What follows belongs to an exercise in optimizing a design on an open flow for small area; a production flow would make more cautious choices.
In this exercise RTL edits were held to simulation tests only and were not proved equivalent to the original.
Power figures rest on the tool's default switching activity, not on a simulated workload.

## build 73
## decode
module decode (
    input  logic        clock,
    input  logic        reset,
    input  logic [31:0] instruccion,
    input  logic        instruccion_valida,
    output logic        instruccion_lista,
    input  logic        wb_escribe,
    input  logic [4:0]  wb_registro,
    input  logic [31:0] wb_dato,
    input  logic        ex_listo,
    output logic        valido,
    output logic [31:0] registro_1,
    output logic [31:0] registro_2,
    output logic [31:0] sign_extend,
    output logic        sel,
    output logic        op,
    output logic [4:0]  reg_destino,
    output logic        escribe_reg,
    output logic        lee_mem,
    output logic        escribe_mem,
    output logic        ilegal
);
    localparam logic [5:0] OPC_RTYPE = 6'h00;
    localparam logic [5:0] OPC_ADDI  = 6'h08;
    localparam logic [5:0] OPC_LW    = 6'h23;
    localparam logic [5:0] OPC_SW    = 6'h2B;
    localparam logic [5:0] FUN_ADD   = 6'h20;
    localparam logic [5:0] FUN_SUB   = 6'h22;
    logic [5:0]  opcode, funct;
    logic [4:0]  rs, rt, rd;
    logic [15:0] imm;
    assign opcode = instruccion[31:26];
    assign rs     = instruccion[25:21];
    assign rt     = instruccion[20:16];
    assign rd     = instruccion[15:11];
    assign imm    = instruccion[15:0];
    assign funct  = instruccion[5:0];
    logic       legal, usa_rt;
    logic       d_sel, d_op, d_lm, d_em;
    logic [4:0] d_dest;
    always_comb begin
        legal  = 1'b0;
        usa_rt = 1'b0;
        d_sel  = 1'b0;
        d_op   = 1'b0;
        d_lm   = 1'b0;
        d_em   = 1'b0;
        d_dest = 5'd0;
        case (opcode)
            OPC_RTYPE: begin
                usa_rt = 1'b1;
                legal  = (funct == FUN_ADD) || (funct == FUN_SUB);
                d_op   = funct[1];
                d_dest = rd;
            end
            OPC_ADDI, OPC_LW: begin
                legal  = 1'b1;
                d_sel  = 1'b1;
                d_dest = rt;
                d_lm   = opcode[5];
            end
            OPC_SW: begin
                legal  = 1'b1;
                usa_rt = 1'b1;
                d_sel  = 1'b1;
                d_em   = 1'b1;
            end
            default: ;
        endcase
    end
  ...
export LEC_CHECK = 0
export CAP_MARGIN = 20
export CELL_PAD_IN_SITES_DETAIL_PLACEMENT = 1
export CORE_MARGIN = 2
export CORE_UTILIZATION = 55
export CTS_BUF_LIST = sky130_fd_sc_hd__clkbuf_8
export CTS_CLUSTER_DIAMETER = 70
export CTS_CLUSTER_SIZE = 17
export PLACE_DENSITY = 0.62
export SLEW_MARGIN = 20
export SYNTH_HIERARCHICAL = 1
export SYNTH_MINIMUM_KEEP_SIZE = 0
create_clock -name core_clock -period 5.0 [get_ports {clock}]
standard.sh (not shown) runs the stock make flow with config.mk's settings and CLKGATE_MAP_FILE= SYNTH_SCRIPT=/design/flow/synth_recipe.tcl, a recipe that flattens the netlist after the stock synthesis.
==> flow/flow/run.sh <==
#!/bin/bash
set -euo pipefail
bash standard.sh \
  BUFFER_PORTS_ARGS="-buffer_cell sky130_fd_sc_hd__buf_1" \
  CTS_ARGS="-sink_clustering_enable -repair_clock_nets -dont_use_dummy_load -sink_clustering_size 17 -sink_clustering_max_diameter 70 -buf_list sky130_fd_sc_hd__clkbuf_8" \
  finish > make_finish.log 2>&1
Modified inputs, build 25 compared to build 73
- CTS_CLUSTER_DIAMETER: 70 -> 50
- PLACE_DENSITY: 0.62 -> 0.55
- CORE_UTILIZATION: 55 -> 45
- CTS_CLUSTER_SIZE: 17 -> 16
==> flow/flow/run.sh <==
#!/bin/bash
set -euo pipefail
bash standard.sh \
  BUFFER_PORTS_ARGS="-buffer_cell sky130_fd_sc_hd__buf_1" \
  CTS_ARGS="-sink_clustering_enable -repair_clock_nets -dont_use_dummy_load -sink_clustering_size 16 -sink_clustering_max_diameter 50 -buf_list sky130_fd_sc_hd__clkbuf_8" \
  finish > make_finish.log 2>&1
### Flow results
Final standard cell count with taps included and fillers excluded, build 25 and build 73: larger value in build 25. Build 25 ends up with lower worst hold slack across all endpoints than build 73 does. First-pass GRT wire length (build 25 vs. build 73) increases by a few percent. In build 25 the data required time at the worst endpoint turned out 1.77 ns higher than in build 73. Compared with build 73, in build 25 worst setup slack down 0.16 ns; share of cell area taken by flip-flops and latches lower; number of flip-flops and latches ~0 delta.
Input-level comparison between build 8 and build 25:
- a change of PLACE_DENSITY from 0.55 to 0.62
- a change of SLEW_MARGIN from 20 to 10
- a change of CORE_UTILIZATION from 45 to 55
- a change of CAP_MARGIN from 20 to 10
[summary]
- The clock skew of build 8 is higher than that of build 25.
- NOTE routability congestion estimate build 25->build 8 increased by more than 10%
- Build 8 vs build 25: post-route worst setup slack up in build 8
- Diff build 25 -> build 8: part of the total power dissipated in sequential elements moved up, number of rows created at floorplan moved down, area of the mapped netlist level, number of resized instances in the post-cts repair step level.
For build 57, these inputs were changed with respect to build 8:
- a change of CTS_CLUSTER_DIAMETER from 50 to 60
- a change of CAP_MARGIN from 10 to 20
- a change of SLEW_MARGIN from 10 to 20
==> flow/flow/run.sh <==
#!/bin/bash
set -euo pipefail
bash standard.sh \
  BUFFER_PORTS_ARGS="-buffer_cell sky130_fd_sc_hd__buf_1" \
  CTS_ARGS="-sink_clustering_enable -repair_clock_nets -dont_use_dummy_load -sink_clustering_size 16 -sink_clustering_max_diameter 60 -buf_list sky130_fd_sc_hd__clkbuf_8" \
  finish > make_finish.log 2>&1
==> run summary <==
- Of build 57 and build 8, the run reporting the higher post-layout net count was build 8.
- Compared with build 8, in build 57 total met2 wirelength after detailed routing went down about 1%, wire length of the first global-routing pass lower, relative area change from synthesis to final layout has decreased, highest achievable clock rate has decreased, proportion of cell area occupied by registers increased 0.34 points.
- Build 57 ran to completion and came out clean on the timing, DRC and antenna checks.
The inputs of build 96 differ from those of build 57 as listed below.
- CTS_CLUSTER_DIAMETER now 70, was 60
==> flow/flow/run.sh <==
#!/bin/bash
set -euo pipefail
bash standard.sh \
  BUFFER_PORTS_ARGS="-buffer_cell sky130_fd_sc_hd__buf_1" \
  CTS_ARGS="-sink_clustering_enable -repair_clock_nets -dont_use_dummy_load -sink_clustering_size 16 -sink_clustering_max_diameter 70 -buf_list sky130_fd_sc_hd__clkbuf_8" \
  finish > make_finish.log 2>&1
## What came out
Power drawn by the clock network on build 96 is ahead of build 57.
Delta (build 96 minus build 57): overall die height flat; share of flip-flops with an asynchronous set or reset after synthesis flat.
Build 57 → build 96: worst-case setup margin in the final layout now sits higher; global routing usage summed across all routing layers now sits at about the same level; final routed wirelength across all metal layers now sits at about the same level; area overhead of the layout relative to synthesis now sits lower; core utilization now sits at about the same level.
[build 96 vs build 57] number of stages on the worst setup path: lower in build 96

-- what the ideal ports hide --
The flow's constraints put no driver on any port. The routed layouts listed below were extracted and timed again, unchanged, in two steps. Step 1 assumes that a clkbuf_16 drives the clock port and a buf_2 every other input. Step 2 also shifts input and output timing later by t, the mid clock arrival at the registers, as if the neighbouring blocks saw the same clock. Slacks: ideal ports / drivers / drivers and shift; pairs: ideal ports / drivers.
run | shift t [ns] | setup slack, ns | worst setup path after step 2 | latest minus earliest clock arrival (ns) | cell pins on the clock port's net
build 73 | 0.807 | 1.232 / 1.153 / 0.689 | input to register | 0.047 / 0.047 | 1
build 25 | 0.875 | 1.073 / 1.073 / 0.342 | input to register | 0.099 / 0.098 | 1
build 8 | 0.823 | 1.252 / 1.200 / 0.638 | input to register | 0.100 / 0.100 | 1
build 57 | 0.800 | 1.215 / 1.178 / 0.661 | input to register | 0.058 / 0.058 | 1
build 96 | 0.810 | 1.225 / 1.148 / 0.535 | input to register | 0.038 / 0.038 | 1
After both steps setup and hold are still met in every run listed. For build 25, which loses most, drivers alone change the setup slack by 0.000 ns; drivers and shift together by -0.731 ns.
